Source: an optimization exercise on an open RTL-to-GDS flow (aim: small area, a short achievable clock period and few clock cycles per item). Production flows keep margins and buffers that such runs may drop. At most, simulation tests tie the RTL to the original design; equivalence was not proved. No functional check of the RTL was part of runs 1 to 6. Power is estimated from default activity; no workload was simulated.

==> flow/design.v <==
package filter_pkg;
  localparam int PIX_W = 12;
  localparam int WIN_W = 9 * PIX_W;
endpackage
module line_buffer #(
  parameter int DEPTH = 160,
  parameter int WIDTH = 12,
  parameter int TAPS  = 4
) (
  input  logic                        clk,
  input  logic [TAPS-1:0]             wr,
  input  logic [WIDTH-1:0]            wdata,
  output logic [TAPS*WIDTH-1:0]       rd0,
  output logic [TAPS*WIDTH-1:0]       rd1
);
  localparam int S = DEPTH / TAPS;
  logic [DEPTH*WIDTH-1:0] r0, r1;
  always_ff @(posedge clk) begin
    r0 <= {r0[(DEPTH-1)*WIDTH-1:0], r0[DEPTH*WIDTH-1 -: WIDTH]};
    r1 <= {r1[(DEPTH-1)*WIDTH-1:0], r1[DEPTH*WIDTH-1 -: WIDTH]};
    for (int k = 0; k < TAPS; k++) begin
      if (wr[k]) begin
        r0[k*S*WIDTH +: WIDTH] <= wdata;
        r1[k*S*WIDTH +: WIDTH] <= r0[((k*S + DEPTH - 1) % DEPTH)*WIDTH +: WIDTH];
      end
    end
  end
  always_comb begin
    for (int k = 0; k < TAPS; k++) begin
      rd0[k*WIDTH +: WIDTH] = r0[((k*S + DEPTH - 1) % DEPTH)*WIDTH +: WIDTH];
      rd1[k*WIDTH +: WIDTH] = r1[((k*S + DEPTH - 1) % DEPTH)*WIDTH +: WIDTH];
    end
  end
endmodule
module filter_window_scheduler #(
  parameter int IMG_W = 160,
  parameter int IMG_H = 120,
  parameter int TAPS  = 8
) (
  input  logic             clk,
  input  logic             reset,
  input  logic             sof,
  input  logic [filter_pkg::PIX_W-1:0] pix_in,
  input  logic             pix_valid,
  output logic             pix_ready,
  output logic [filter_pkg::WIN_W-1:0] win_data,
  output logic             win_valid,
  input  logic             win_ready,
  output logic             win_last,
  output logic             busy
);
  localparam int PIX_W = filter_pkg::PIX_W;
  localparam int S     = IMG_W / TAPS;
  localparam int XW    = $clog2(IMG_W);
  localparam int YW    = $clog2(IMG_H);
  localparam int SW    = (S > 1) ? $clog2(S) : 1;
  localparam int TW    = (TAPS > 1) ? $clog2(TAPS) : 1;
  localparam logic [XW-1:0] X_LAST = XW'(IMG_W - 1);
  localparam logic [YW-1:0] Y_LAST = YW'(IMG_H - 1);
  logic [XW-1:0] ix;
  logic [YW-1:0] iy;
  logic          taking;
  logic             sk_v, sk_sof;
  logic [PIX_W-1:0] sk_pix;
  logic [XW-1:0] cx;
  logic [YW-1:0] cy;
  logic          em_act, em_own;
  logic [SW-1:0] sub;
  logic          sub0;    
  logic [TW-1:0] tk;
  logic [PIX_W-1:0] w00, w01, w02, w10, w11, w12, w20, w21, w22;
  logic mr_t, mr_m, mr_b;
  logic need_align, out_free, src_pix, src_sof, visit, pix_visit, first, arm, abandon, emit;
  logic acc, to_skid, up_m, dn_m, last_win, ml;
  logic taking_n, em_act_n, win_valid_n, win_last_n, sk_v_n, sk_sof_n;
  logic [TAPS-1:0] wr;
  logic [TAPS*PIX_W-1:0] rd0, rd1;
  logic [PIX_W-1:0] pix, col_t, col_m, col_b;
  assign pix_ready  = reset && !sk_v;
  assign acc        = pix_valid && !sk_v;
  assign need_align = taking || em_act;
  assign out_free   = !win_valid || win_ready;
  assign src_sof    = sk_v ? sk_sof : sof;
  assign pix        = sk_v ? sk_pix : pix_in;
  assign src_pix    = (sk_v || pix_valid) && (src_sof || taking);
  assign visit      = sub0 && out_free && (src_pix || (em_act && !taking));
  assign pix_visit  = visit && src_pix;
  assign to_skid    = acc && (sof || taking) && !visit;
  assign first      = pix_visit && src_sof;
  assign arm        = pix_visit && !src_sof && ix == '0 && iy == YW'(1);
  assign abandon    = first && taking && em_own;
  assign emit       = visit && em_act && !abandon;
  assign last_win   = cx == X_LAST && cy == Y_LAST;
  assign up_m = pix_visit && !src_sof && iy == YW'(1);
  assign dn_m = !(pix_visit && !src_sof && iy != '0);
  always_comb begin
    col_t = '0;
    col_m = '0;
    for (int k = 0; k < TAPS; k++) begin
      col_t = col_t | ((tk == TW'(k)) ? rd1[k*PIX_W +: PIX_W] : '0);
      col_m = col_m | ((tk == TW'(k)) ? rd0[k*PIX_W +: PIX_W] : '0);
    end
    col_t = up_m ? '0 : col_t;
    col_b = dn_m ? '0 : pix;
    for (int k = 0; k < TAPS; k++)
      wr[k] = visit && tk == TW'(k);
  end
  line_buffer #(.DEPTH(IMG_W), .WIDTH(PIX_W), .TAPS(TAPS)) u_lb (
    .clk(clk), .wr(wr), .wdata(pix), .rd0(rd0), .rd1(rd1));
  always_comb begin
    taking_n = taking;
    if (pix_visit) begin
      if (src_sof) taking_n = 1'b1;
      else if (ix == X_LAST && iy == Y_LAST) taking_n = 1'b0;
    end
    em_act_n = em_act;
    if (emit && last_win) em_act_n = 1'b0;
    if (abandon)          em_act_n = 1'b0;
    if (arm)              em_act_n = 1'b1;
    win_valid_n = emit ? 1'b1 : (win_ready ? 1'b0 : win_valid);
    win_last_n  = emit ? last_win : (win_ready ? 1'b0 : win_last);
    sk_v_n   = sk_v ? !visit : to_skid;
    sk_sof_n = sk_v ? sk_sof : sof;
  end
  assign ml = emit && cx == '0;
  always_ff @(posedge clk) begin
    if (visit) begin
      w00 <= ml ? '0 : w01;  w01 <= w02;  w02 <= col_t;
      w10 <= ml ? '0 : w11;  w11 <= w12;  w12 <= col_m;
      w20 <= ml ? '0 : w21;  w21 <= w22;  w22 <= col_b;
    end
    if (!sk_v) begin
      sk_pix <= pix_in;
      sk_sof <= sof;
    end
    if (emit) begin
      mr_t <= cx == X_LAST || cy == '0;
      mr_m <= cx == X_LAST;
      mr_b <= cx == X_LAST || cy == Y_LAST;
    end
    win_last <= win_last_n;
    if (!need_align) begin
      sub <= '0;
    end else if (!visit) begin
      if (sub == SW'(S - 1)) begin
        sub <= '0;
        tk  <= (tk == TW'(TAPS - 1)) ? '0 : tk + 1'b1;
      end else begin
        sub <= sub + 1'b1;
      end
    end
    if (pix_visit) begin
      if (src_sof) begin
        ix <= XW'(1);
        iy <= '0;
      end else if (ix == X_LAST) begin
        ix <= '0;
        iy <= iy + 1'b1;
      end else begin
        ix <= ix + 1'b1;
      end
    end
    if (arm || abandon) begin
      cx <= '0;
      cy <= '0;
    end else if (emit) begin
      if (cx == X_LAST) begin
        cx <= '0;
        cy <= (cy == Y_LAST) ? '0 : cy + 1'b1;
      end else begin
        cx <= cx + 1'b1;
      end
    end
    if (first)    em_own <= 1'b0;
    else if (arm) em_own <= 1'b1;
  end
  always_ff @(posedge clk or negedge reset) begin
    if (!reset) begin
      taking    <= 1'b0;
      em_act    <= 1'b0;
      win_valid <= 1'b0;
      sk_v      <= 1'b0;
      sub0      <= 1'b1;
      busy      <= 1'b0;
    end else begin
      taking    <= taking_n;
      em_act    <= em_act_n;
      win_valid <= win_valid_n;
      sk_v      <= sk_v_n;
      sub0      <= !need_align || visit || sub == SW'(S - 1);
      busy      <= taking_n || em_act_n || (win_valid_n && win_last_n) || (sk_v_n && sk_sof_n);
    end
  end
  assign win_data[107:96] = w11;
  assign win_data[95:84]  = w10;
  assign win_data[83:72]  = w12 & {PIX_W{!mr_m}};
  assign win_data[71:60]  = w01;
  assign win_data[59:48]  = w21;
  assign win_data[47:36]  = w00;
  assign win_data[35:24]  = w02 & {PIX_W{!mr_t}};
  assign win_data[23:12]  = w20;
  assign win_data[11:0]   = w22 & {PIX_W{!mr_b}};
endmodule
==> flow/run.sh <==
#!/bin/bash
# synth_recipe.tcl (not shown) runs the flow's synth.tcl, then flattens the netlist and writes it again
# the make line also repeats each setting of config.mk as NAME=value (left out here)
make -C /OpenROAD-flow-scripts/flow DESIGN_CONFIG=/design/flow/config.mk WORK_HOME=/design/flow/orfs CLKGATE_MAP_FILE= SYNTH_SCRIPT=/design/flow/synth_recipe.tcl finish
==> flow/config.mk <==
export PLATFORM = sky130hd
export DESIGN_NAME = filter_window_scheduler
export DESIGN_NICKNAME = filter_window_scheduler
export VERILOG_FILES = /design/flow/design.v
export SDC_FILE = /design/flow/constraint.sdc
export NUM_CORES = 4
export LEC_CHECK = 0
export CAP_MARGIN = 20
export CORE_MARGIN = 2
export CORE_UTILIZATION = 40
export CTS_BUF_LIST = sky130_fd_sc_hd__clkbuf_8
export CTS_CLUSTER_DIAMETER = 45
export CTS_CLUSTER_SIZE = 18
export SETUP_SLACK_MARGIN = 4.0
export SLEW_MARGIN = 20
==> flow/constraint.sdc <==
create_clock -name core_clock -period 7.0 [get_ports {clk}]
set_input_delay 1.4000 -clock core_clock [delete_from_list [all_inputs] [get_ports {clk}]]
set_output_delay 1.4000 -clock core_clock [all_outputs]
set_load 0.01 [all_outputs]
==> results of run 1 <==
==> timing repair <==
action | 4_1_cts | 5_1_grt
cloned | 3 | 1
endpoints found under the hold margin | 0 | 0
resized for setup | 495 | 52
pin swaps | 3 | 4
hold buffers | 0 | 0
setup buffers | 27 | 4
setup endpoints to repair | 302 | 180
==> area by class of cell <==
type	instances	area, um2
diodes	6	15.01
clock buffers	330	4542
clock inverters	136	1314
fillers	18530	118800
inverters	30	115.1
multi-input cells	686	5309
flip-flops and latches	4010	81600
well taps	2854	3571
repair buffers	183	1435
==> sequential cells by signal, summed over array words and instances (netlist names), 3 cells and up <==
signal,flops
u_lb.r0,1920
u_lb.r1,1920
sk_pix,12
w00,12
w01,12
w02,12
w10,12
w11,12
w12,12
w20,12
w21,12
w22,12
cx,8
ix,8
cy,7
iy,7
sub,5
tk,3
==> stage by stage <==
stage | worst slack (ps) | cell area, um2
detailed placement | 2090 | 91830
global route | 3370 | 97890
finish | 3503 | 97900
global placement | 2195 | 91820
CTS | 3332 | 97670
floorplan | 2670 | 87080
==> routing by layer <==
| layer | vias up | wire length (um) | share of wire [%] | global-route usage [%] |
|---|---|---|---|---|
| met5 | - | 11 | 0.0089 | 0 |
| met4 | 2 | 2898 | 2.3 | 3.905 |
| met3 | 240 | 5404 | 4.4 | 2.685 |
| met2 | 576 | 55780 | 45 | 17.51 |
| met1 | 15780 | 59970 | 48 | 14.93 |
| li1 | 16190 | - | - | - |
==> worst register-to-register path, cell delays in order (launching register included) <==
cell	delay (ps)
edfxtp_1	590
inv_2	120
buf_4	750
nand4_4	740
mux2_2	550
==> logic make-up after synthesis <==
kind of cell	after synthesis
AND/OR/NAND/NOR	294
buffers and inverters	100
multiplexers	146
adder cells (fa/ha/maj)	16
XOR/XNOR	16
flip-flops	4010
AO/OA/AOI/OAI	210
==> cells in the mapped netlist, types with 4 or more instances <==
master    count
nand2_1      55
buf_4         7
nor2_1       84
buf_2        19
mux2i_1      25
xnor2_1       5
clkbuf_1     37
a222oi_1     49
dfrtp_1       5
buf_1         5
a21oi_1      62
nor3_1        7
nor2b_1      76
and3_1        8
mux2_2      116
a221oi_1     11
o21ai_0      47
mux2_1        4
inv_1        28
dfxtp_1    3875
nand3_1      18
nand4_1       5
ha_1         16
or3_1         7
a221o_1      12
a21o_1       13
edfxtp_1    129
xor2_1       11
==> where the power goes <==
part,total (mW),leakage (nW),switching [mW],internal [mW]
Sequential,24.7,32.6,0.421,24.3
Clock,11.9,3.10,6.97,4.94
Combinational,1.16,3.10,0.781,0.381
==> worst paths after layout <==
kind / end / slack, ps / depth (start not counted)
setup / recovery: win_data[76] / 3500 / 4
hold / removal: win_valid$_DFF_PN0_ / 210 / 1
setup reg to reg: u_lb.r1[249]$_DFF_P_ / 4110 / 4
hold reg to reg: u_lb.r1[1074]$_DFF_P_ / 270 / 0
max in group asynchronous: sub0$_DFF_PN1_ / 6560 / 1
min in group core_clock: u_lb.r1[1074]$_DFF_P_ / 270 / 0
==> metrics.md, run 1 <==
| Metric | Value |
|---|---|
| Port Buf Inserts | `128` |
| Crit path max-delay cell type | `edfxtp_1` |
| Global route overflow | `0` |
| Final core occ | `45.17%` |
| Critical path cell sequence | `buf_6 -> buf_6 -> nor2b_1 -> buf_2` |
| Clk sinks | `approximately 4000` |
| CTS tree | `done` |
| Crit. End Element | `primary output` |
| Via-to-Cell Ratio | `3.981` |
| Status | `finished clean` |
| First-pass GRT wire length | `187900 um` |
| Leak pwr | `a little under 40 nW` |
| Most frequent cells in the layout | `3874 x dfxtp_1, 330 x clkbuf_8, 129 x edfxtp_1` |
| Final setup fails | `0` |
| Worst path bufs/invs | `3` |
| GPL Wtd Cong | `around 0.74` |
| Clock Pin Slew Worst Setup and Hold Paths | `around 100 ps` |
| Synthesized net count | `between 4000 and 5000` |
| WHS | `a little over 200 ps` |
| Post-Syn Area | `slightly below 90000 um2` |
| Synthesis-to-layout area growth | `12.46%` |
| Compound-Gate Fraction of Synth Area | `about 1.7%` |
| Pwr/cell area | `386.0 nW/um2` |
| DR vias | `roughly 33000` |
| Most common cell on crit path | `buf_6` |
| Post-synthesis simple-gate area fraction | `~1.8%` |
| Clk Latency, worst-skew pair | `1020 ps` |
| Flops & latches, synth | `roughly 4000` |
| Hold WC Path Type | `in -> async` |
| Core Rows | `approximately 170` |
| Die height | `between 400 and 500 um` |
| Initial antenna violation count | `13` |
| Non-filler cells, final | `between 8000 and 9000` |
| 1st-pass router iterations | `6` |
| Ys flop type | `dfxtp_1` |
| Slew Viols, Final | `0` |
| Setup TNS | `0 ps` |
| Pwr Total | `approximately 38 mW` |
| Starting density of the core | `between 40% and 50%` |
| Layout cells sized above 1 | `~14%` |
| Root buffer cell | `clkbuf_8` |
| Count of cell types in the netlist | `65` |
| Critical Path AT | `about 2100 ps` |
| Routed WL per cell | `about 15 um` |
| Critical path origin | `mr_m$_DFFE_PP_` |
| Worst-Margin Slew | `just over 1000 ps` |
| DP Cell Count | `7728` |
| Post-synth top area share | `~89%` |
| CP top delay family | `flip-flops` |
| Final min period | `between 3000 and 4000 ps` |
| Routed Antenna Nets | `0` |
| Worst Path Max Fanout | `3` |
| Largest net degree at the start of global routing | `51` |
| Maximum capacitance violations | `0` |
| Clock Tree Buf Depth | `4` |
| Leading cell type in the layout, fill and taps excluded | `dfxtp_1` |
| CTS H-tree lvls | `5` |
| Synth Warn # | `2` |
| Unrepaired setup endpoints after global routing | `true` |
| DIE AREA | `~220000 um2` |
| Final Hold Vio Count | `0` |
| Final Skew | `~70 ps` |
| Worst r2r src | `tk[2]$_SDFFCE_PN0P_` |
| Vias in the first global route | `32570` |
| Area leader, netlist | `dfxtp_1` |
| Seq/Total Area, Yosys | `~94%` |
| First-iteration detailed-routing DRC count | `between 1500 and 2000` |
| CP Launch Type | `flip-flop` |
| Multiplexer area fraction after synthesis | `under 10%` |
| GRT Overall Usage | `11.11%` |
| Syn_area_per_cell | `18.17 um2` |
| Slew headroom | `31.78%` |
| Final wirelength | `between 100000 and 150000 um` |
| Final Net Count | `5255` |
| # IOs | `roughly 130` |
| Largest stage delay, worst path | `between 500 and 600 ps` |
| Required time of the worst setup path | `5600 ps` |
| Post-Synth Adder-Cell Area | `less than 1%` |
| Final HPWL DP | `roughly 71000 um` |
| Max Clk Rate | `285.9 MHz` |
| VDD IR max | `~160 uV` |
| Die width | `roughly 470 um` |
| Cell count after synthesis | `roughly 4800` |
| Post-synth EDFFs | `about 130` |
| XOR/XNOR share of the synthesized area | `0.1610%` |
| Synth async-reset ratio | `0.1496%` |
| Total clock buffers created by CTS | `approximately 310` |
| # DRC | `0` |
| Leading post-synthesis cells by cell area | `dfxtp_1 89%, edfxtp_1 4.4%, mux2_2 1.5%, a222oi_1 0.56%, nor2b_1 0.55%` |
| Area of the core | `between 200000 and 250000 um2` |
| Worst Path Class, Setup | `reg -> out` |
| Main combinational cell family by area after synthesis | `multiplexers` |
| Final worst-path cycle share | `around 50%` |
==> run 2, diff against run 1 <==
--- a/flow/config.mk
+++ b/flow/config.mk
@@ -9,7 +9,7 @@
 export CORE_MARGIN = 2
 export CORE_UTILIZATION = 40
-export CTS_BUF_LIST = sky130_fd_sc_hd__clkbuf_8
-export CTS_CLUSTER_DIAMETER = 45
-export CTS_CLUSTER_SIZE = 18
+export CTS_BUF_LIST = sky130_fd_sc_hd__clkbuf_16
+export CTS_CLUSTER_DIAMETER = 60
+export CTS_CLUSTER_SIZE = 32
 export SETUP_SLACK_MARGIN = 4.0
 export SLEW_MARGIN = 20
==> run 2 against run 1 <==
Sequential power about the same. Routed wire length down 1.8%. Clock skew down 21 ps. Synthesized cell count unchanged. Global-route usage down 0.22 points. Die area unchanged. Total power down 0.45%. Cell count down 2.3%. Critical path depth unchanged. Non-clock buffer count up 7. Setup slack better by 180 ps. Still clean. Highest routed layer unchanged. Combinational power up 3%.
==> metrics.md, run 2 <==
| Metric | Value |
|---|---|
| Status | `finished clean` |
| Final Net Count | `around 5000` |
| Max Clk Rate | `between 300 and 400 MHz` |
| GRT Overall Usage | `roughly 11%` |
| Slew headroom | `between 20 and 30%` |
| Most instantiated cells after synthesis | `3875 x dfxtp_1, 129 x edfxtp_1, 116 x mux2_2` |
| Final Hold Vio Count | `0` |
| Die width | `approximately 470 um` |
| Met1 global-route usage | `about 15%` |
| Total clock buffers created by CTS | `around 170` |
| Final worst-path cycle share | `47.42%` |
| Core Rows | `roughly 170` |
| Clock Pin Slew Worst Setup and Hold Paths | `around 100 ps` |
| Worst-Margin Slew | `approximately 1100 ps` |
| Post-route setup slack | `around 3700 ps` |
| Top Usage Layer GRT | `met2` |
| Seq/Total Area, Yosys | `93.73%` |
| GPL Wtd Cong | `0.7350` |
| Global route overflow | `0` |
| Synthesized net count | `~4800` |
| CTS tree | `done` |
| Ys flop type | `dfxtp_1` |
| Synthesis-to-layout area growth | `12.43%` |
| Slew Viols, Final | `0` |
| Vias in the first global route | `around 31000` |
| Flops & latches, synth | `4010` |
| Leading cell type in the layout, fill and taps excluded | `dfxtp_1` |
| Port Buf Inserts | `between 100 and 150` |
| # IOs | `about 130` |
| Most frequent cells in the layout | `3875 x dfxtp_1, 167 x clkbuf_16, 129 x edfxtp_1` |
| Non-filler cells, final | `roughly 8000` |
| Root buffer cell | `clkbuf_16` |
| Via-to-Cell Ratio | `around 4` |
| Post-synth top area share | `89.11%` |
| Cts hold-fix bufs | `0` |
| Leading post-synthesis cells by cell area | `dfxtp_1 89%, edfxtp_1 4.4%, mux2_2 1.5%, a222oi_1 0.56%, nor2b_1 0.55%` |
| Top flop regs | `u_lb.r0: 1920 flops, u_lb.r1: 1920 flops` |
| Leak pwr | `38.43 nW` |
| Starting density of the core | `40.17%` |
| Crit. End Element | `primary output` |
| GR Util met2 | `between 10% and 20%` |
| Post-Syn Area | `about 87000 um2` |
| Layout cells sized above 1 | `between 10% and 20%` |
| Required time of the worst setup path | `between 5000 and 6000 ps` |
| Syn_area_per_cell | `18.17 um2` |
| Maximum capacitance violations | `0` |
| Critical Path AT | `1920 ps` |
| Hold WC Path Type | `reg -> reg` |
| Area of the core | `216700 um2` |
| Final HPWL DP | `71200 um` |
| Final min period | `around 3300 ps` |
| Synth async-reset ratio | `less than 1%` |
| # DRC | `0` |
| VDD IR max | `~240 uV` |
| Cell count after synthesis | `4792` |
| Dpl ws | `between 2000 and 2500 ps` |
| CP Launch Type | `flip-flop` |
| 1st-pass router iterations | `7` |
| CTS H-tree lvls | `4` |
| Worst Path Max Fanout | `3` |
| Clock Tree Buf Depth | `3` |
| First-iteration detailed-routing DRC count | `between 2000 and 2500` |
| DP Cell Count | `approximately 7700` |
| Routed WL per cell | `between 15 and 20 um` |
| Final setup fails | `0` |
| Pwr/cell area | `roughly 380 nW/um2` |
| Area leader, netlist | `dfxtp_1` |
| First-pass GRT wire length | `about 180000 um` |
| Post-synth EDFFs | `approximately 130` |
| Count of cell types in the netlist | `65` |
| Clk sinks | `between 4000 and 5000` |
| Synth Warn # | `2` |
| Final core occ | `~45%` |
| Initial antenna violation count | `12` |
| Die height | `roughly 470 um` |
| Most common cell in the netlist | `dfxtp_1` |
| Clk Latency, worst-skew pair | `approximately 800 ps` |
| GRT met3 Usage | `~2.1%` |
| DIE AREA | `around 220000 um2` |
| Final wirelength | `around 120000 um` |
| Pwr Total | `roughly 38 mW` |
| Fillers | `18440` |
| Setup TNS | `0 ps` |
| DR vias | `~32000` |
| Worst Path Class, Setup | `reg -> out` |
| Unrepaired setup endpoints after global routing | `true` |
| Routed Antenna Nets | `0` |
| Largest net degree at the start of global routing | `51` |
| Final Skew | `slightly below 50 ps` |
-- run 2: cell counts after synthesis --
Identical to the previous run, type by type.
-- run 2: what timing repair did --
item | CTS | global route
buffers inserted | 28 | 9
resized for setup | 325 | 56
cloned | 4 | 0
setup endpoints to repair | 356 | 202
pin swaps | 6 | 2
endpoints found under the hold margin | 0 | 0
-- run 2: through the flow --
step           area, um2  hold WS, ps
6_report           97880        279.6
5_1_grt            97860        281.5
4_1_cts            97630        274.8
3_5_place_dp       91830        312.1
3_3_place_gp       91820        309.5
2_1_floorplan      87080        309.6
-- run 2: report_power, final --
| group | total, mW | leakage (nW) | internal, mW | switching, mW |
|---|---|---|---|---|
| combinational | 1.20 | 3.22 | 0.421 | 0.779 |
| sequential | 24.7 | 32.6 | 24.3 | 0.422 |
| clock | 11.7 | 2.66 | 4.86 | 6.84 |
| total | 37.6 | 38.4 | 29.6 | 8.04 |
-- run 2: path summary, 6_finish.rpt --
path | from | endpoint | slack, ps | depth (start not counted)
max in group asynchronous | reset | sub0$_DFF_PN1_ | 6360 | 2
min in group asynchronous | reset | win_valid$_DFF_PN0_ | 440 | 2
worst min-delay path | u_lb.r0[627]$_DFF_P_ | u_lb.r0[639]$_DFF_P_ | 280 | 0
worst min register to register | u_lb.r0[627]$_DFF_P_ | u_lb.r0[639]$_DFF_P_ | 280 | 0
worst max-delay path | mr_m$_DFFE_PP_ | win_data[75] | 3680 | 4
worst max register to register | tk[2]$_SDFFCE_PN0P_ | u_lb.r1[483]$_DFF_P_ | 4110 | 4
-- run 2: cell families (layout without fill, tap and decap cells) --
| logic type | after synthesis | count (layout) | synth area share (%) |
|---|---|---|---|
| flops | 4010 | 4010 | 93.73 |
| simple gates | 294 | 298 | 1.785 |
| compound gates | 210 | 210 | 1.718 |
| mux | 146 | 146 | 1.866 |
| buf+inv | 100 | 489 | 0.5088 |
| fa+ha+maj | 16 | 16 | 0.2300 |
| xor+xnor | 16 | 16 | 0.1610 |
| other cells | 0 | 7 | 0 |
-- run 2: layout make-up --
type / count / area [um2] / area share (%)
Antenna cell: 7 / 17.52 / 0.01790
Clock buffer: 167 / 4179 / 4.270
Clock inverter: 102 / 1237 / 1.264
Inverter: 30 / 115.1 / 0.1176
Multi-Input combinational cell: 686 / 5323 / 5.438
Sequential cell: 4010 / 81600 / 83.37
Tap cell: 2854 / 3571 / 3.648
Timing Repair Buffer: 190 / 1833 / 1.873
-- run 2: critical path, cell delays in order, from the launching register on --
cell      delay [ps]
edfxtp_1         510
buf_6            200
buf_6            120
nor2b_1          110
buf_2            140
-- run 2: routing by layer --
metal	wire [um]	vias to the layer above
met5	46	-
met1	59370	15490
li1	-	15910
met3	4838	217
met4	3174	6
met2	54460	445
==> run 3, diff against run 2 <==
--- a/flow/design.v
+++ b/flow/design.v
@@ -36,5 +36,5 @@
   parameter int IMG_W = 160,
   parameter int IMG_H = 120,
-  parameter int TAPS  = 8
+  parameter int TAPS  = 4
 ) (
   input  logic             clk,
@@ -70,7 +70,7 @@
   logic [TW-1:0] tk;
   logic [PIX_W-1:0] w00, w01, w02, w10, w11, w12, w20, w21, w22;
-  logic mr_t, mr_m, mr_b;
+  logic [PIX_W-1:0] o0, o1, o2;
   logic need_align, out_free, src_pix, src_sof, visit, pix_visit, first, arm, abandon, emit;
-  logic acc, to_skid, up_m, dn_m, last_win, ml;
+  logic acc, to_skid, up_m, dn_m, last_win, ml, mr;
   logic taking_n, em_act_n, win_valid_n, win_last_n, sk_v_n, sk_sof_n;
   logic [TAPS-1:0] wr;
@@ -124,4 +124,5 @@
   end
   assign ml = emit && cx == '0;
+  assign mr = emit && cx == X_LAST;
   always_ff @(posedge clk) begin
     if (visit) begin
@@ -129,13 +130,11 @@
       w10 <= ml ? '0 : w11;  w11 <= w12;  w12 <= col_m;
       w20 <= ml ? '0 : w21;  w21 <= w22;  w22 <= col_b;
+      o0 <= mr ? '0 : col_t;
+      o1 <= mr ? '0 : col_m;
+      o2 <= mr ? '0 : col_b;
     end
     if (!sk_v) begin
       sk_pix <= pix_in;
       sk_sof <= sof;
-    end
-    if (emit) begin
-      mr_t <= cx == X_LAST || cy == '0;
-      mr_m <= cx == X_LAST;
-      mr_b <= cx == X_LAST || cy == Y_LAST;
     end
     win_last <= win_last_n;
@@ -194,10 +193,10 @@
   assign win_data[107:96] = w11;
   assign win_data[95:84]  = w10;
-  assign win_data[83:72]  = w12 & {PIX_W{!mr_m}};
+  assign win_data[83:72]  = o1;
   assign win_data[71:60]  = w01;
   assign win_data[59:48]  = w21;
   assign win_data[47:36]  = w00;
-  assign win_data[35:24]  = w02 & {PIX_W{!mr_t}};
+  assign win_data[35:24]  = o0;
   assign win_data[23:12]  = w20;
-  assign win_data[11:0]   = w22 & {PIX_W{!mr_b}};
+  assign win_data[11:0]   = o2;
 endmodule
--- a/flow/config.mk
+++ b/flow/config.mk
@@ -12,4 +12,4 @@
 export CTS_CLUSTER_DIAMETER = 60
 export CTS_CLUSTER_SIZE = 32
-export SETUP_SLACK_MARGIN = 4.0
+export SETUP_SLACK_MARGIN = 3.9
 export SLEW_MARGIN = 20
==> run 3 against run 2 <==
Total power fell by 0.80%. Clock power about the same. Non-clock buffer count fell by 31. Routed wire length is 5.3% lower. Largest cell class unchanged. Largest power group unchanged. Highest routed layer is now met4.
==> metrics.md, run 3 <==
| Metric | Value |
|---|---|
| Status | `finished clean` |
| Leading post-synthesis cells by cell area | `dfxtp_1 90%, edfxtp_1 5.6%, mux2_2 0.39%, nand2_1 0.35%, nor2_1 0.34%` |
| Clk Latency, worst-skew pair | `a little over 800 ps` |
| Total clock buffers created by CTS | `166` |
| WHS | `287.2 ps` |
| Final wirelength | `between 100000 and 150000 um` |
| # DRC | `0` |
| Cell count after synthesis | `between 4000 and 5000` |
| Clock Pin Slew Worst Setup and Hold Paths | `roughly 100 ps` |
| Slew headroom | `between 30% and 40%` |
| Worst Path Class, Setup | `in -> out` |
| Post-Syn Area | `about 86000 um2` |
| VDD IR max | `271.1 uV` |
| Synthesized net count | `approximately 4700` |
| DR vias | `roughly 30000` |
| 1st-pass router iterations | `6` |
| Routed WL per cell | `14.68 um` |
| Crit. End Element | `primary output` |
| Layout cells sized above 1 | `under 10%` |
| Leak pwr | `about 38 nW` |
| Vias in the first global route | `between 20000 and 30000` |
| Die height | `roughly 470 um` |
| Pwr/cell area | `385.9 nW/um2` |
| GRT Overall Usage | `a little over a tenth` |
| CTS H-tree lvls | `4` |
| Most frequent cells in the layout | `3876 x dfxtp_1, 167 x clkbuf_16, 161 x edfxtp_1` |
| Core Rows | `170` |
| Largest net degree at the start of global routing | `71` |
| Post-synth top area share | `89.90%` |
| Root buffer cell | `clkbuf_16` |
| Die width | `468.5 um` |
| GPL Wtd Cong | `between 0.7 and 0.8` |
| Area leader, netlist | `dfxtp_1` |
| Final Net Count | `slightly below 5000` |
| Via-to-Cell Ratio | `3.835` |
| DIE AREA | `219500 um2` |
| Unrepaired setup endpoints after global routing | `true` |
| Port Buf Inserts | `128` |
| Synth async-reset ratio | `less than 1%` |
| Synth Warn # | `2` |
| Top flop regs | `u_lb.r0: 1920 flops, u_lb.r1: 1920 flops` |
| Clk sinks | `4043` |
| Area of the core | `between 200000 and 250000 um2` |
| # IOs | `between 100 and 150` |
| Count of cell types in the netlist | `57` |
| Hold WC Path Type | `reg -> reg` |
| CTS tree | `done` |
| Synthesis-to-layout area growth | `12.05%` |
| Setup TNS | `0 ps` |
| Slew Viols, Final | `0` |
| Leading cell type in the layout, fill and taps excluded | `dfxtp_1` |
| Final Skew | `48.16 ps` |
| Worst Path Max Fanout | `7` |
| Worst-Margin Slew | `~900 ps` |
| Final Hold Vio Count | `0` |
| Post-synth EDFFs | `around 160` |
| Seq/Total Area, Yosys | `between 90% and 100%` |
| Final worst-path cycle share | `45.70%` |
| Starting density of the core | `40.21%` |
| First-pass GRT wire length | `around 170000 um` |
| Max Clk Rate | `roughly 310 MHz` |
| Initial antenna violation count | `15` |
| Critical Path AT | `~1800 ps` |
| Required time of the worst setup path | `5600 ps` |
| Flops & latches, synth | `slightly above 4000` |
| First-iteration detailed-routing DRC count | `1975` |
| Maximum capacitance violations | `0` |
| Clock Tree Buf Depth | `3` |
| CP Launch Type | `primary input` |
| Final min period | `3199 ps` |
| Final setup fails | `0` |
| Global route overflow | `0` |
| Most instantiated cells after synthesis | `3876 x dfxtp_1, 161 x edfxtp_1, 81 x nand2_1` |
| Ys flop type | `dfxtp_1` |
| Routed Antenna Nets | `0` |
| Final HPWL DP | `~73000 um` |
| Most common cell in the netlist | `dfxtp_1` |
| Syn_area_per_cell | `18.66 um2` |
==> run 3: final cells by class <==
cell class | instances | area, um2
inverters | 27 | 108.9
multi-input cells | 512 | 3471
well taps | 2838 | 3551
clock buffers | 167 | 4179
diodes | 12 | 30.03
flip-flops and latches | 4043 | 82590
repair buffers | 159 | 1470
fillers | 18170 | 117900
clock inverters | 105 | 1310
==> run 3: worst max-delay path: stages <==
cell and delay, ps:
buf_12 110, nor2b_4 140, buf_6 130
==> run 3: final timing paths <==
path / slack [ps] / end / start / depth (start not counted)
min in group asynchronous: 350 / busy$_DFF_PN0_ / reset / 1
setup / recovery: 3800 / pix_ready / reset / 3
hold / removal: 290 / u_lb.r0[337]$_DFF_P_ / u_lb.r0[325]$_DFF_P_ / 0
max in group asynchronous: 6350 / sub0$_DFF_PN1_ / reset / 2
setup reg to reg: 4280 / o2[6]$_SDFFCE_PP0N_ / sk_v$_DFF_PN0_ / 7
hold reg to reg: 290 / u_lb.r0[337]$_DFF_P_ / u_lb.r0[325]$_DFF_P_ / 0
==> run 3: per-stage QoR <==
stage          cell area, um2  util (%)  setup slack, ps  cells  power, mW
3_5_place_dp            91040     42.42             2276   7561      26.19
4_1_cts                 96560     44.99             3641   7842      37.76
3_3_place_gp            91040     42.42             2269   7561      26.13
6_report                96710     45.06             3801   7863      37.31
5_1_grt                 96680     45.05             3788   7852      38.73
2_1_floorplan           86320         -             2073   4625      25.39
==> run 3: kinds of logic (layout without fill, tap and decap cells) <==
| group | after synthesis | count (layout) | synth area share, % |
|---|---|---|---|
| flip-flops | 4043 | 4043 | 95.68 |
| AND/OR/NAND/NOR | 273 | 274 | 1.563 |
| AO/OA/AOI/OAI | 142 | 142 | 1.097 |
| buffers and inverters | 71 | 458 | 0.3769 |
| multiplexers | 61 | 61 | 0.8698 |
| XOR/XNOR | 22 | 22 | 0.2232 |
| adder cells (fa/ha/maj) | 13 | 13 | 0.1885 |
| other | 0 | 12 | 0 |
==> run 3: layer usage <==
metal,routed length [um],part of all wire [%],GRT usage [%]
met4,4216,3.7,4.243
met3,4952,4.3,2.530
met2,49630,43,15.89
met1,56670,49,14.23
met5,0,0,0
==> run 3: repair_timing <==
item	4_1_cts	5_1_grt
endpoints found under the setup margin	415	187
hold buffers	0	0
setup buffers	8	9
resized for setup	245	18
gates cloned	1	0
pin swaps	3	0
==> run 3: where the power goes <==
part | internal (mW) | total (mW) | switching, mW
Sequential | 24.1 | 24.4 | 0.308
Clock | 4.76 | 11.7 | 6.98
Combinational | 0.380 | 1.17 | 0.791
==> run 4, diff against run 3 <==
--- a/flow/design.v
+++ b/flow/design.v
@@ -36,5 +36,5 @@
   parameter int IMG_W = 160,
   parameter int IMG_H = 120,
-  parameter int TAPS  = 4
+  parameter int TAPS  = 8
 ) (
   input  logic             clk,
==> run 4 against run 3 <==
Routed wire length is 12% higher. Die area is 2.0% higher. First-iteration DRC count is 17% higher. Count of clock-buffer cells in the layout is 7 higher. Clock power hardly changed. Total power is 1.9% higher. Sequential power is 2% higher. Global-route usage is 0.97 points higher. Synthesized cell count is 5.8% higher. Sequential share of layout area is 1.6 points lower. Critical path depth stayed put. Worst hold slack better by 14 ps. Critical path type unchanged. Critical endpoint unchanged. Largest power group unchanged.
==> metrics.md, run 4 <==
| Metric | Value |
|---|---|
| Status | `finished clean` |
| Final Net Count | `5193` |
| DP Cell Count | `between 7000 and 8000` |
| Critical path origin | `reset` |
| Area leader, netlist | `dfxtp_1` |
| GPL Wtd Cong | `0.7619` |
| Clk Latency, worst-skew pair | `around 840 ps` |
| DR vias | `~33000` |
| Non-filler cells, final | `between 8000 and 9000` |
| Synthesis-to-layout area growth | `11.97%` |
| Largest net degree at the start of global routing | `53` |
| Seq/Total Area, Yosys | `a little over nine tenths` |
| Unrepaired setup endpoints after global routing | `true` |
| Synth Warn # | `2` |
| Root buffer cell | `clkbuf_16` |
| Routed Antenna Nets | `0` |
| Hold_sp | `u_lb.r1[1472]$_DFF_P_` |
| Leading cell type in the layout, fill and taps excluded | `dfxtp_1` |
| Clock Pin Slew Worst Setup and Hold Paths | `roughly 100 ps` |
| Largest stage delay, worst path | `160 ps` |
| Vias in the first global route | `between 30000 and 40000` |
| Most instantiated cells after synthesis | `3875 x dfxtp_1, 162 x edfxtp_1, 161 x nand2_1` |
| Clock Tree Buf Depth | `3` |
| Final Hold Vio Count | `0` |
| Ys flop type | `dfxtp_1` |
| Synth async-reset ratio | `less than 1%` |
| Most common cell in the netlist | `dfxtp_1` |
| GRT Overall Usage | `11.38%` |
| Core Rows | `roughly 170` |
| Flops & latches, synth | `between 4000 and 5000` |
| Leading post-synthesis cells by cell area | `dfxtp_1 88%, edfxtp_1 5.5%, mux2_2 1.2%, nand2_1 0.69%, o21ai_0 0.62%` |
| Global route overflow | `0` |
| 1st-pass router iterations | `7` |
| Count of cell types in the netlist | `approximately 60` |
| Pwr/cell area | `roughly 390 nW/um2` |
| DIE AREA | `between 200000 and 250000 um2` |
| Layout cells sized above 1 | `under 10%` |
| CP Launch Type | `primary input` |
| Syn_area_per_cell | `17.99 um2` |
| Final Skew | `42.52 ps` |
| Critical path cell sequence | `clkbuf_4 -> nor2b_4 -> clkbuf_2` |
| Final worst-path cycle share | `between 40% and 50%` |
| # IOs | `around 130` |
| First-pass GRT wire length | `190800 um` |
| Worst Path Max Fanout | `7` |
| Final setup fails | `0` |
| Via-to-Cell Ratio | `~4` |
| Required time of the worst setup path | `~5600 ps` |
| CTS tree | `done` |
| Worst path bufs/invs | `2` |
| Die height | `around 470 um` |
| Setup TNS | `0 ps` |
| Total clock buffers created by CTS | `around 170` |
| Final HPWL DP | `between 70000 and 80000 um` |
| Die width | `~470 um` |
| Fillers | `between 15000 and 20000` |
| # DRC | `0` |
| Initial antenna violation count | `18` |
| Slew Viols, Final | `0` |
| WHS | `roughly 300 ps` |
| Area of the core | `roughly 220000 um2` |
| Routed WL per cell | `15.82 um` |
| VDD IR max | `278.4 uV` |
| Port Buf Inserts | `~130` |
| Cts hold-fix bufs | `0` |
| Max Clk Rate | `between 300 and 400 MHz` |
| Most frequent cells in the layout | `3875 x dfxtp_1, 174 x clkbuf_16, 162 x edfxtp_1` |
| Slew headroom | `27.53%` |
| Synthesized net count | `between 4000 and 5000` |
| Hold WC Path Type | `reg -> reg` |
| CTS H-tree lvls | `4` |
| Final core occ | `~45%` |
| Final wirelength | `approximately 130000 um` |
| Post-synth top area share | `88.10%` |
| Worst Path Class, Setup | `in -> out` |
| Top flop regs | `u_lb.r0: 1920 flops, u_lb.r1: 1920 flops` |
| Crit. End Element | `primary output` |
| Worst r2r src | `tk[0]$_SDFFCE_PN0P_` |
| Area post-placement | `around 93000 um2` |
| Flop2flop setup slack | `4090 ps` |
| Worst-Margin Slew | `around 1100 ps` |
| Cell count after synthesis | `roughly 5000` |
| Maximum capacitance violations | `0` |
| CP top delay family | `buffers and inverters` |
| Clk sinks | `approximately 4000` |
| Final min period | `3222 ps` |
| First-iteration detailed-routing DRC count | `~2300` |
| Final cell area excluding filler cells | `98590 um2` |
| Leak pwr | `just under 40 nW` |
| Post-Syn Area | `88050 um2` |
| Crit path max-delay cell type | `clkbuf_4` |
| Post-synth EDFFs | `between 150 and 200` |
| Critical Path AT | `1820 ps` |
| Starting density of the core | `40.15%` |
## run 4: cell count changes after synthesis, sizes merged, moves of 34 or more
cell    before  now
a222oi       0   35
and2         7   55
nor2b       39    5
clkbuf      20   56
o21ai       59  115
nand2       81  161
mux2        48  102
## run 4: per-layer routing
layer,share of wire (%),vias up,track usage [%]
met3,4.0,212,2.058
met2,45,506,18.02
li1,-,16130,-
met5,0.010,-,0
met4,2.6,2,3.800
met1,48,15890,15.77
## run 4: cells by family (layout without fill, tap and decap cells)
group | Yosys count | in the layout | share of synthesized area [%]
multiplexers | 118 | 118 | 1.525
adder cells (fa/ha/maj) | 15 | 15 | 0.2131
AO/OA/AOI/OAI | 231 | 231 | 1.835
other | 0 | 11 | 0
flip-flops | 4043 | 4043 | 93.80
AND/OR/NAND/NOR | 363 | 365 | 1.923
buffers and inverters | 107 | 479 | 0.5286
XOR/XNOR | 18 | 18 | 0.1790
## run 4: repair_timing
action,in CTS,in global routing
gates cloned,2,0
pin swaps,6,1
setup endpoints to repair,398,104
gates resized for setup,178,15
setup buffers,11,2
## run 4: final cells by class
class	instances	area (um2)	area share [%]
multi-input combinational	747	5141	5.215
clock buffer	174	4354	4.416
tap	2871	3592	3.644
clock inverter	101	1269	1.287
inverter	27	101.3	0.1028
antenna	11	27.53	0.02792
sequential	4043	82590	83.77
timing repair buffer	177	1514	1.536
## run 4: stage by stage
step / worst slack (ps) / power, mW
floorplan: 3923 / 25.75
global placement: 2149 / 26.58
detailed placement: 2004 / 26.64
CTS: 3094 / 38.46
global route: 3750 / 39.43
finish: 3778 / 38.01
## run 4: worst paths after layout
check,end,depth (start not counted)
max in group asynchronous,sub0$_DFF_PN1_,1
hold reg to reg,u_lb.r1[1484]$_DFF_P_,0
hold / removal,u_lb.r1[1484]$_DFF_P_,0
setup reg to reg,u_lb.r1[965]$_DFF_P_,8
min in group asynchronous,busy$_DFF_PN0_,1
setup / recovery,pix_ready,3
## run 4: power by group
part	switching, mW	internal [mW]
registers	0.437	24.4
logic	0.822	0.361
clock network	6.95	5.03
total	8.21	29.8
==> run 5, diff against run 4 <==
--- a/flow/design.v
+++ b/flow/design.v
@@ -36,5 +36,5 @@
   parameter int IMG_W = 160,
   parameter int IMG_H = 120,
-  parameter int TAPS  = 8
+  parameter int TAPS  = 4
 ) (
   input  logic             clk,
--- a/flow/config.mk
+++ b/flow/config.mk
@@ -10,6 +10,6 @@
 export CORE_UTILIZATION = 40
 export CTS_BUF_LIST = sky130_fd_sc_hd__clkbuf_16
-export CTS_CLUSTER_DIAMETER = 60
-export CTS_CLUSTER_SIZE = 32
-export SETUP_SLACK_MARGIN = 3.9
+export CTS_CLUSTER_DIAMETER = 50
+export CTS_CLUSTER_SIZE = 40
+export SETUP_SLACK_MARGIN = 3.85
 export SLEW_MARGIN = 20
==> run 5 against run 4 <==
Critical endpoint unchanged. Sequential power fell by 2%. Cell count decreased by 1.6%. Synthesized area shrank 2.0%. Still clean on timing, DRC and antenna. Sequential cell count is the same.
==> metrics.md, run 5 <==
| Metric | Value |
|---|---|
| Synthesized net count | `approximately 4700` |
| GRT met3 Usage | `about 2.6%` |
| Status | `finished clean` |
| Slew headroom | `between 30% and 40%` |
| FF/Latch Area | `approximately 83000 um2` |
| Final min period | `between 3000 and 4000 ps` |
| Max Clk Rate | `just over 300 MHz` |
| Synthesis-to-layout area growth | `16.06%` |
| Final worst-path cycle share | `45.91%` |
| Slew Viols, Final | `0` |
| Multi-input logic area | `~3500 um2` |
| Critical Path AT | `around 1800 ps` |
| Clock Tree Buf Depth | `3` |
| Post-synth top area share | `between 80 and 90%` |
| Area leader, netlist | `dfxtp_1` |
| First-pass GRT wire length | `roughly 170000 um` |
| CTS tree | `done` |
| DIE AREA | `around 220000 um2` |
| Final wirelength | `between 100000 and 150000 um` |
| Cell count after synthesis | `roughly 4600` |
| Area of the core | `~210000 um2` |
| Seq/Total Area, Yosys | `a little over nine tenths` |
| Unrepaired setup endpoints after global routing | `true` |
| Clock Pin Slew Worst Setup and Hold Paths | `roughly 100 ps` |
| # IOs | `about 130` |
| Final Skew | `64.99 ps` |
| Count of cell types in the netlist | `between 50 and 60` |
| Worst Path Class, Setup | `in -> out` |
| Routed WL per cell | `around 15 um` |
| VDD IR max | `271.0 uV` |
| GPL Wtd Cong | `approximately 0.78` |
| Synth async-reset ratio | `0.1484%` |
| GRT Overall Usage | `10.54%` |
| Worst-Margin Slew | `968.7 ps` |
| Crit. End Element | `primary output` |
| Leak pwr | `between 30 and 40 nW` |
| Setup TNS | `0 ps` |
| Post-synth EDFFs | `about 160` |
| Largest net degree at the start of global routing | `71` |
| Leading post-synthesis cells by cell area | `dfxtp_1 90%, edfxtp_1 5.6%, mux2_2 0.39%, nand2_1 0.35%, nor2_1 0.34%` |
| GR Util met2 | `16.18%` |
| Required time of the worst setup path | `roughly 5600 ps` |
| # DRC | `0` |
| Syn_area_per_cell | `18.66 um2` |
| Maximum capacitance violations | `0` |
| Flops & latches, synth | `about 4000` |
| Global route overflow | `0` |
| Ys flop type | `dfxtp_1` |
| Final Hold Vio Count | `0` |
| Worst Path Max Fanout | `7` |
| First-iteration detailed-routing DRC count | `1886` |
| Vias in the first global route | `between 20000 and 30000` |
| DR vias | `around 30000` |
| Leading cell type in the layout, fill and taps excluded | `dfxtp_1` |
| Synth Warn # | `2` |
| Clk sinks | `4043` |
| Initial antenna violation count | `11` |
| Most common cell in the netlist | `dfxtp_1` |
| Top flop regs | `u_lb.r0: 1920 flops, u_lb.r1: 1920 flops` |
| Cts hold-fix bufs | `0` |
| Final Net Count | `roughly 5000` |
| Via-to-Cell Ratio | `3.843` |
| Post-Syn Area | `86310 um2` |
| Die width | `~470 um` |
| Clk Latency, worst-skew pair | `880 ps` |
| Starting density of the core | `40.21%` |
| Top Usage Layer GRT | `met2` |
| CTS H-tree lvls | `4` |
| Fillers | `between 15000 and 20000` |
| Most instantiated cells after synthesis | `3876 x dfxtp_1, 161 x edfxtp_1, 81 x nand2_1` |
| 1st-pass router iterations | `7` |
| Pwr/cell area | `~410 nW/um2` |
| Root buffer cell | `clkbuf_16` |
| Most frequent cells in the layout | `3876 x dfxtp_1, 223 x clkbuf_16, 161 x edfxtp_1` |
| Core Rows | `between 150 and 200` |
| Routed Antenna Nets | `0` |
| Die height | `about 470 um` |
| Met1 global-route usage | `14.37%` |
| Port Buf Inserts | `128` |
| Final setup fails | `0` |
| WHS | `approximately 270 ps` |
| CP Launch Type | `primary input` |
| Total clock buffers created by CTS | `about 220` |
| Hold WC Path Type | `reg -> reg` |
| Layout cells sized above 1 | `around a tenth` |
| Final HPWL DP | `approximately 73000 um` |
## run 5: changes by cell type in the layout (fill, tap and decap cells not counted), sizes merged, moves of 12 or more
cell | before | now
nand2 | 161 | 81
clkbuf | 176 | 226
nor2b | 5 | 39
buf | 63 | 42
inv | 86 | 136
and2 | 55 | 7
mux2 | 102 | 48
o21ai | 115 | 59
clkinv | 34 | 78
clkdlybuf4s15 | 11 | 25
nor2 | 66 | 78
a221oi | 0 | 12
a222oi | 35 | 0
## run 5: layout make-up
type,instances,area share (%)
tap,2838,3.545
multi-input combinational,512,3.464
inverter,27,0.1087
clock inverter,201,3.343
clock buffer,223,5.571
antenna,11,0.02748
sequential,4043,82.45
timing repair buffer,162,1.493
## run 5: power breakdown
group	internal, mW	total [mW]	switching, mW
Combinational	0.379	1.17	0.787
Sequential	24.1	24.4	0.308
Clock	7.00	15.7	8.66
## run 5: worst paths after layout
check / from / to / slack, ps / cells past startpoint
min: u_lb.r0[1262]$_DFF_P_ / u_lb.r0[1274]$_DFF_P_ / 270 / 0
max reg2reg: sk_v$_DFF_PN0_ / w02[1]$_DFFE_PN_ / 4220 / 8
min reg2reg: u_lb.r0[1262]$_DFF_P_ / u_lb.r0[1274]$_DFF_P_ / 270 / 0
max: reset / pix_ready / 3790 / 3
max in group asynchronous: reset / sub0$_DFF_PN1_ / 6470 / 1
min in group asynchronous: reset / sk_v$_DFF_PN0_ / 320 / 1
## run 5: metal layers
layer  part of all wire [%]  vias to the layer above
li1                       -                    15380
met4                    3.6                        0
met2                     43                      501
met5                      0                        -
met3                    4.7                      233
met1                     49                    14690
## run 5: worst max-delay path, cell delays in order
cell,delay (ps)
buf_12,110
nor2b_4,150
buf_6,130
## run 5: logic make-up after synthesis
| logic type | after synthesis | synth area share (%) |
|---|---|---|
| buf+inv | 71 | 0.3769 |
| flops | 4043 | 95.68 |
| mux | 61 | 0.8698 |
| simple gates | 273 | 1.563 |
| xor+xnor | 22 | 0.2232 |
| fa+ha+maj | 13 | 0.1885 |
| compound gates | 142 | 1.097 |
## run 5: through the flow
| stage | instances | setup slack [ps] | utilization, % | instance area (um2) | total power [mW] |
|---|---|---|---|---|---|
| after global routing | 8007 | 3773 | 46.66 | 100100 | 42.75 |
| after global placement | 7561 | 2269 | 42.42 | 91040 | 26.13 |
| after CTS | 7990 | 3585 | 46.58 | 99970 | 41.70 |
| after floorplan | 4625 | 2073 | - | 86320 | 25.39 |
| after detailed placement | 7561 | 2276 | 42.42 | 91040 | 26.19 |
| final | 8017 | 3786 | 46.67 | 100200 | 41.22 |
## run 5: timing repair
item                       in CTS  in global routing
resized for setup             200                 18
buffers inserted                4                 16
setup endpoints to repair     394                 89
pin swaps                       1                  4
gates cloned                    1                  0
==> run 6, diff against run 5 <==
==> flow/flow/run.sh (new file) <==
#!/bin/bash
set -euo pipefail
export CTS_ARGS="-sink_clustering_enable -repair_clock_nets -sink_clustering_size 32 -sink_clustering_max_diameter 60 -buf_list sky130_fd_sc_hd__clkbuf_16 -dont_use_dummy_load"
echo "CTS_ARGS=$CTS_ARGS" > standard.log
bash standard.sh >> standard.log 2>&1
==> flow/standard.sh (new file) <==
#!/bin/bash
# synth_recipe.tcl (not shown) runs the flow's synth.tcl, then flattens the netlist and writes it again
# the make line also repeats each setting of config.mk as NAME=value (left out here)
make -C /OpenROAD-flow-scripts/flow DESIGN_CONFIG=/design/flow/config.mk WORK_HOME=/design/flow/orfs CLKGATE_MAP_FILE= SYNTH_SCRIPT=/design/flow/synth_recipe.tcl "${@:-finish}"
--- a/flow/config.mk
+++ b/flow/config.mk
@@ -10,6 +10,6 @@
 export CORE_UTILIZATION = 40
 export CTS_BUF_LIST = sky130_fd_sc_hd__clkbuf_16
-export CTS_CLUSTER_DIAMETER = 50
-export CTS_CLUSTER_SIZE = 40
-export SETUP_SLACK_MARGIN = 3.85
+export CTS_CLUSTER_DIAMETER = 60
+export CTS_CLUSTER_SIZE = 32
+export SETUP_SLACK_MARGIN = 3.9
 export SLEW_MARGIN = 20
removed: flow/run.sh
==> run 6 against run 5 <==
Fmax increased by 0.45%. Worst hold slack got worse by 19 ps. Register-to-register slack better by 110 ps. Sequential share of layout area up 4.0 points.
==> metrics.md, run 6 <==
| Metric | Value |
|---|---|
| Synthesized net count | `4655` |
| Post-synth top area share | `89.90%` |
| Routed WL per cell | `14.78 um` |
| Setup TNS | `0 ps` |
| Largest stage delay, worst path | `between 100 and 150 ps` |
| Unrepaired setup endpoints after global routing | `true` |
| Crit. End Element | `primary output` |
| Final Hold Vio Count | `0` |
| Count of cell types in the netlist | `57` |
| Final wirelength | `between 100000 and 150000 um` |
| Seq/Total Area, Yosys | `95.68%` |
| Cts hold-fix bufs | `0` |
| Max Clk Rate | `312.6 MHz` |
| Logic gate share of total power | `3.3%` |
| Status | `finished clean` |
| Most frequent cells in the layout | `3876 x dfxtp_1, 166 x clkbuf_16, 161 x edfxtp_1` |
| Port Buf Inserts | `between 100 and 150` |
| Synth async-reset ratio | `less than 1%` |
| Vias in the first global route | `28960` |
| Leak pwr | `roughly 37 nW` |
| Most common cell in the netlist | `dfxtp_1` |
| Final Net Count | `roughly 5000` |
| CTS H-tree lvls | `4` |
| Hold_sp | `u_lb.r0[325]$_DFF_P_` |
| Leading cell type in the layout, fill and taps excluded | `dfxtp_1` |
| DR vias | `around 30000` |
| Required time of the worst setup path | `around 5600 ps` |
| Cell count after synthesis | `roughly 4600` |
| Synthesis-to-layout area growth | `10.63%` |
| Final HPWL DP | `slightly above 70000 um` |
| Post-synth EDFFs | `~160` |
| Via-to-Cell Ratio | `3.870` |
| CP Launch Type | `primary input` |
| Hold path cells | `0` |
| Clock Power Share | `roughly 29%` |
| 1st-pass router iterations | `5` |
| Switching Share | `20.13%` |
| WHS Endpoint | `u_lb.r0[337]$_DFF_P_` |
| Flops & latches, synth | `4043` |
| Worst path bufs/invs | `2` |
| # IOs | `roughly 130` |
| Worst Path Class, Setup | `in -> out` |
| Top flop regs | `u_lb.r0: 1920 flops, u_lb.r1: 1920 flops` |
| Root buffer cell | `clkbuf_16` |
| Flop2flop setup slack | `between 4000 and 5000 ps` |
| Worst r2r src | `sk_v$_DFF_PN0_` |
| Slew headroom | `roughly two fifths` |
| Worst Path Max Fanout | `7` |
| Final Skew | `about 77 ps` |
| Worst-Margin Slew | `around 900 ps` |
| Core Rows | `170` |
| First-iteration detailed-routing DRC count | `slightly below 2000` |
| GPL Wtd Cong | `0.7771` |
| Slew Viols, Final | `0` |
| WHS | `between 200 and 300 ps` |
| Clock Tree Buf Depth | `3` |
| Largest net degree at the start of global routing | `71` |
| CP top delay family | `buffers and inverters` |
| GRT Overall Usage | `approximately 10%` |
| Maximum capacitance violations | `0` |
| # DRC | `0` |
| Layout cells sized above 1 | `approximately 6.3%` |
| Die height | `about 470 um` |
| Routed Antenna Nets | `0` |
| WP depth | `3` |
| Seq pwr share | `between 60 and 70%` |
| Worst R2R End | `w11[4]$_DFFE_PN_` |
| Pwr/cell area | `~380 nW/um2` |
| Area leader, netlist | `dfxtp_1` |
| Die width | `approximately 470 um` |
| Initial antenna violation count | `13` |
| Fillers | `18260` |
| Cell internal pwr | `28.74 mW` |
| Clk Latency, worst-skew pair | `810 ps` |
| First-pass GRT wire length | `roughly 170000 um` |
| Global route overflow | `0` |
| Leading post-synthesis cells by cell area | `dfxtp_1 90%, edfxtp_1 5.6%, mux2_2 0.39%, nand2_1 0.35%, nor2_1 0.34%` |
| Final min period | `between 3000 and 4000 ps` |
| Starting density of the core | `slightly above 40%` |
| Crit path max-delay cell type | `nor2b_4` |
| R2R cell count | `7` |
| Total clock buffers created by CTS | `between 150 and 200` |
| Synth Warn # | `2` |
| Final worst-path cycle share | `between 40% and 50%` |
| Critical path cell sequence | `buf_12 -> nor2b_4 -> buf_6` |
| CTS tree | `done` |
| Post-Syn Area | `approximately 86000 um2` |
| Syn_area_per_cell | `~19 um2` |
| Clock Pin Slew Worst Setup and Hold Paths | `100 ps` |
| Sw Pwr | `between 7 and 8 mW` |
| VDD IR max | `between 200 and 300 uV` |
| Final setup fails | `0` |
| Clk sinks | `between 4000 and 5000` |
| Critical Path AT | `around 1800 ps` |
| Ys flop type | `dfxtp_1` |
| DIE AREA | `219500 um2` |
| Hold WC Path Type | `reg -> reg` |
| Area of the core | `approximately 210000 um2` |
| Most instantiated cells after synthesis | `3876 x dfxtp_1, 161 x edfxtp_1, 81 x nand2_1` |
run 6: cell types whose count changed in the layout (fill, tap and decap cells not counted), moves of 16 or more:
cell       delta
clkinv_8     -29
inv_16       -36
clkinv_16    -30
inv_12       -31
inv_6        -21
clkbuf_16    -57
inv_8        -16
run 6: cell families after synthesis:
| group | after synthesis | synth area share, % |
|---|---|---|
| flip-flops | 4043 | 95.68 |
| AND/OR/NAND/NOR | 273 | 1.563 |
| AO/OA/AOI/OAI | 142 | 1.097 |
| buffers and inverters | 71 | 0.3769 |
| multiplexers | 61 | 0.8698 |
| XOR/XNOR | 22 | 0.2232 |
| adder cells (fa/ha/maj) | 13 | 0.1885 |
run 6: final cells by class:
type / instances / area [um2] / share of cell area, %
flip-flops and latches: 4043 / 82590 / 86.49
repair buffers: 168 / 1560 / 1.634
inverters: 27 / 108.9 / 0.1140
diodes: 14 / 35.03 / 0.03669
well taps: 2838 / 3551 / 3.719
multi-input cells: 512 / 3486 / 3.651
clock buffers: 166 / 4154 / 4.351
run 6: worst reg2reg max path, delay by kind of cell (launching register included):
kind                   cells  cell delay [ps]
buffers and inverters      4             1020
AOI/OAI and AO/OA          1              380
muxes                      1              230
and+or+nand+nor            1               80
DFF                        1              510
run 6: power by group through the flow:
stage	clock, mW	sequential, mW	combinational [mW]
floorplan	0	24.9	0.519
global placement	0	24.9	1.19
detailed placement	0	25.0	1.22
CTS	10.8	24.4	1.15
global route	11.6	24.5	1.28
finish	10.4	24.4	1.19
run 6: stage by stage:
| step | worst slack (ps) | cell area [um2] | instances | total power, mW | util (%) |
|---|---|---|---|---|---|
| after floorplan | 2073 | 86320 | 4625 | 25.39 | - |
| after global placement | 2269 | 91040 | 7561 | 26.13 | 42.42 |
| after detailed placement | 2276 | 91040 | 7561 | 26.19 | 42.42 |
| after CTS | 3631 | 95250 | 7735 | 36.40 | 44.38 |
| after global routing | 3788 | 95450 | 7755 | 37.36 | 44.47 |
| final | 3801 | 95480 | 7768 | 35.98 | 44.49 |
run 6: timing repair:
| action | CTS | global route |
|---|---|---|
| pin swaps | 3 | 2 |
| gates resized for setup | 199 | 18 |
| endpoints found under the setup margin | 414 | 162 |
| gates cloned | 1 | 0 |
| buffers inserted | 7 | 19 |
run 6: worst max path at each step:
stage,end,startpoint,slack (ps)
floorplan,tk[0]$_SDFFCE_PN0P_,sof,2070
global placement,pix_ready,reset,2270
detailed placement,pix_ready,reset,2280
CTS,pix_ready,sk_v$_DFF_PN0_,3630
global route,pix_ready,reset,3790
finish,pix_ready,reset,3800
run 6: metal layers:
metal	part of all wire (%)	track usage (%)
met3	4.4	2.403
met2	44	16.04
met5	0	0
met1	49	14.13
met4	3.2	3.888
==> run 7, diff against run 6 <==
--- a/flow/design.v
+++ b/flow/design.v
@@ -6,5 +6,5 @@
   parameter int DEPTH = 160,
   parameter int WIDTH = 12,
-  parameter int TAPS  = 4
+  parameter int TAPS  = 16
 ) (
   input  logic                        clk,
@@ -36,5 +36,5 @@
   parameter int IMG_W = 160,
   parameter int IMG_H = 120,
-  parameter int TAPS  = 4
+  parameter int TAPS  = 16
 ) (
   input  logic             clk,
@@ -61,5 +61,5 @@
   logic [YW-1:0] iy;
   logic          taking;
-  logic             sk_v, sk_sof;
+  logic             sk_e, sk_v, sk_sof;
   logic [PIX_W-1:0] sk_pix;
   logic [XW-1:0] cx;
@@ -77,6 +77,7 @@
   logic [TAPS*PIX_W-1:0] rd0, rd1;
   logic [PIX_W-1:0] pix, col_t, col_m, col_b;
-  assign pix_ready  = reset && !sk_v;
-  assign acc        = pix_valid && !sk_v;
+  assign sk_v       = !sk_e;
+  assign pix_ready  = reset && sk_e;
+  assign acc        = pix_valid && sk_e;
   assign need_align = taking || em_act;
   assign out_free   = !win_valid || win_ready;
@@ -179,5 +180,5 @@
       em_act    <= 1'b0;
       win_valid <= 1'b0;
-      sk_v      <= 1'b0;
+      sk_e      <= 1'b1;
       sub0      <= 1'b1;
       busy      <= 1'b0;
@@ -186,5 +187,5 @@
       em_act    <= em_act_n;
       win_valid <= win_valid_n;
-      sk_v      <= sk_v_n;
+      sk_e      <= !sk_v_n;
       sub0      <= !need_align || visit || sub == SW'(S - 1);
       busy      <= taking_n || em_act_n || (win_valid_n && win_last_n) || (sk_v_n && sk_sof_n);
==> flow/flow/run.sh (replaced) <==
#!/bin/bash
set -euo pipefail
export CTS_ARGS="-sink_clustering_enable -repair_clock_nets -sink_clustering_size 32 -sink_clustering_max_diameter 60 -buf_list sky130_fd_sc_hd__clkbuf_16 -dont_use_dummy_load"
export BUFFER_PORTS_ARGS="-buffer_cell sky130_fd_sc_hd__buf_2"
echo "CTS_ARGS=$CTS_ARGS" > standard.log
echo "BUFFER_PORTS_ARGS=$BUFFER_PORTS_ARGS" >> standard.log
bash standard.sh >> standard.log 2>&1
==> run 7 against run 6 <==
Still clean on timing, DRC and antenna. Cell count rose by 12%. Sequential share of layout area fell by 4.7 points. Clock skew rose by 10 ps. Total power fell by 6.8%. Largest cell class unchanged.
==> metrics.md, run 7 <==
| Metric | Value |
|---|---|
| Vias in the first global route | `roughly 36000` |
| WHS | `249.8 ps` |
| Hold path cells | `0` |
| Global route overflow | `0` |
| Worst-Margin Slew | `approximately 1000 ps` |
| CTS H-tree lvls | `4` |
| Area of the core | `approximately 230000 um2` |
| Slew headroom | `approximately a third` |
| Post-synth EDFFs | `163` |
| Leak pwr | `around 39 nW` |
| Most frequent cells in the layout | `3874 x dfxtp_1, 270 x nor2_1, 219 x a21oi_1` |
| VDD IR max | `approximately 240 uV` |
| Most instantiated cells after synthesis | `3874 x dfxtp_1, 271 x nor2_1, 219 x a21oi_1` |
| Port Buf Inserts | `about 130` |
| Critical path cell sequence | `buf_12 -> and2_4 -> buf_6` |
| GRT Overall Usage | `roughly 13%` |
| Final setup fails | `0` |
| Post-synth top area share | `roughly 84%` |
| Synthesized net count | `approximately 5500` |
| GPL Wtd Cong | `about 0.75` |
| Unrepaired setup endpoints after global routing | `true` |
| Maximum capacitance violations | `0` |
| CP top delay family | `buffers and inverters` |
| Final min period | `3131 ps` |
| Final worst-path cycle share | `about 45%` |
| Routed Antenna Nets | `0` |
| Routed WL per cell | `17.61 um` |
| R2R cell count | `8` |
| Worst r2r src | `tk[0]$_SDFFCE_PN0P_` |
| First-iteration detailed-routing DRC count | `2623` |
| Initial antenna violation count | `10` |
| Most common cell in the netlist | `dfxtp_1` |
| Starting density of the core | `between 40% and 50%` |
| Multi-input logic area | `roughly 8900 um2` |
| Crit path max-delay cell type | `and2_4` |
| Largest stage delay, worst path | `about 120 ps` |
| Final Skew | `87.44 ps` |
| Clock Tree Buf Depth | `3` |
| CP Launch Type | `primary input` |
| DR vias | `between 30000 and 40000` |
| Pwr/cell area | `332.1 nW/um2` |
| Post-Syn Area | `just over 90000 um2` |
| Ys flop type | `dfxtp_1` |
| Cts hold-fix bufs | `0` |
| Die height | `483.5 um` |
| Critical Path AT | `~1700 ps` |
| Final wirelength | `roughly 150000 um` |
| Top flop regs | `u_lb.r0: 1920 flops, u_lb.r1: 1920 flops` |
| DP Cell Count | `approximately 8500` |
| DIE AREA | `about 230000 um2` |
| Die width | `483.5 um` |
| Required time of the worst setup path | `between 5000 and 6000 ps` |
| Flop2flop setup slack | `about 3900 ps` |
| Worst path bufs/invs | `2` |
| Max Clk Rate | `roughly 320 MHz` |
| Hold_sp | `u_lb.r1[224]$_DFF_P_` |
| Flops & latches, synth | `around 4000` |
| First-pass GRT wire length | `227600 um` |
| Final Hold Vio Count | `0` |
| Total clock buffers created by CTS | `between 150 and 200` |
| Root buffer cell | `clkbuf_16` |
| Hold WC Path Type | `reg -> reg` |
| Worst R2R End | `w02[9]$_DFFE_PN_` |
| Layout cells sized above 1 | `11.48%` |
| Core Rows | `176` |
| FF/Latch Area | `between 80000 and 90000 um2` |
| Area leader, netlist | `dfxtp_1` |
| 1st-pass router iterations | `5` |
| Seq/Total Area, Yosys | `89.81%` |
| Setup TNS | `0 ps` |
| Clock Pin Slew Worst Setup and Hold Paths | `about 100 ps` |
| Leading cell type in the layout, fill and taps excluded | `dfxtp_1` |
| Clk sinks | `a little over 4000` |
| Cell count after synthesis | `~5500` |
| Synth Warn # | `2` |
| Worst Path Max Fanout | `2` |
| Final HPWL DP | `around 92000 um` |
| Via-to-Cell Ratio | `between 4 and 5` |
| Status | `finished clean` |
| Count of cell types in the netlist | `slightly above 70` |
| # DRC | `0` |
| Fillers | `roughly 20000` |
| Leading post-synthesis cells by cell area | `dfxtp_1 84%, edfxtp_1 5.3%, mux2_2 2.6%, a21oi_1 1.2%, nor2_1 1.1%` |
| Clk Latency, worst-skew pair | `around 800 ps` |
| Synthesis-to-layout area growth | `9.795%` |
| Synth async-reset ratio | `0.1484%` |
| Slew Viols, Final | `0` |
| Largest net degree at the start of global routing | `~110` |
| # IOs | `approximately 130` |
| Non-filler cells, final | `between 8000 and 9000` |
| WHS Endpoint | `u_lb.r1[236]$_DFF_P_` |
| Worst Path Class, Setup | `in -> out` |
| CTS tree | `done` |
| Crit. End Element | `primary output` |
| Final Net Count | `about 5700` |
| Pwr Total | `~34 mW` |
| Syn_area_per_cell | `~17 um2` |
-- run 7: worst register-to-register path: cells and delay by family, from the launching register on --
family | cells | cell delay (ps)
compound gates | 3 | 1240
fa+ha+maj | 1 | 290
buf+inv | 2 | 410
flops | 1 | 500
simple gates | 2 | 390
-- run 7: routing by layer --
layer	vias up	share of wire (%)	global-route usage (%)
met5	-	0.016	0
met4	4	2.1	3.527
met3	210	3.9	2.326
met2	559	44	19.92
met1	18250	50	18.84
li1	18110	-	-
-- run 7: worst max-delay path by stage --
stage	endpoint	slack, ps	start	depth (start not counted)
floorplan	u_lb.r1[366]$_DFF_P_	3770	win_ready	6
global placement	w22[6]$_DFFE_PN_	2620	win_ready	6
detailed placement	w22[6]$_DFFE_PN_	2550	win_ready	6
CTS	u_lb.r1[846]$_DFF_P_	3740	tk[3]$_SDFFCE_PN0P_	6
global route	w02[9]$_DFFE_PN_	3850	tk[0]$_SDFFCE_PN0P_	8
finish	pix_ready	3870	reset	3
-- run 7: logic make-up (layout without fill, tap and decap cells) --
group           after synthesis  in the layout  share of synthesized area [%]
fa+ha+maj                    12             12                         0.1632
buf+inv                     172            403                         0.8040
compound gates              455            455                          3.358
other cells                   0              2                              0
flops                      4043           4043                          89.81
simple gates                517            517                          2.583
xor+xnor                     23             23                         0.2190
mux                         245            245                          3.061
-- run 7: cell type report --
class / count / share of cell area (%)
diodes: 2 / 0.004956
repair buffers: 216 / 1.530
multi-input cells: 1252 / 8.806
inverters: 25 / 0.09541
flip-flops and latches: 4043 / 81.80
clock buffers: 162 / 4.015
well taps: 3026 / 3.749
-- run 7: through the flow --
step,worst slack (ps),cell area (um2),util [%]
after detailed placement,2549,96460,42.08
after global placement,2624,96460,42.08
after floorplan,3773,92010,-
after global routing,3852,101000,44.05
final,3869,101000,44.05
after CTS,3740,100900,44.00
-- run 7: report_power, final --
part	leakage, nW	total [mW]	switching [mW]	internal [mW]
Sequential	32.6	23.1	0	23.1
Clock	2.00	10.4	6.24	4.17
Combinational	4.37	0.00975	0.00460	0.00514
Total	39.0	33.5	6.25	27.3
-- run 7: repair_timing --
action / CTS / global route
buffers inserted: 22 / 9
resized for setup: 32 / 11
pin swaps: 5 / 5
setup endpoints to repair: 615 / 122
Testbench counts of run 7, summed over its fixed seeds: cycles 308,496, items 307,200.

Setup slack of run 7, layout unchanged: 3.869 ns with ideal ports, 3.820 ns with driving cells assumed (clock clkbuf_16, inputs buf_2), 3.299 ns with port delays also shifted by the 0.874 ns mid clock arrival.
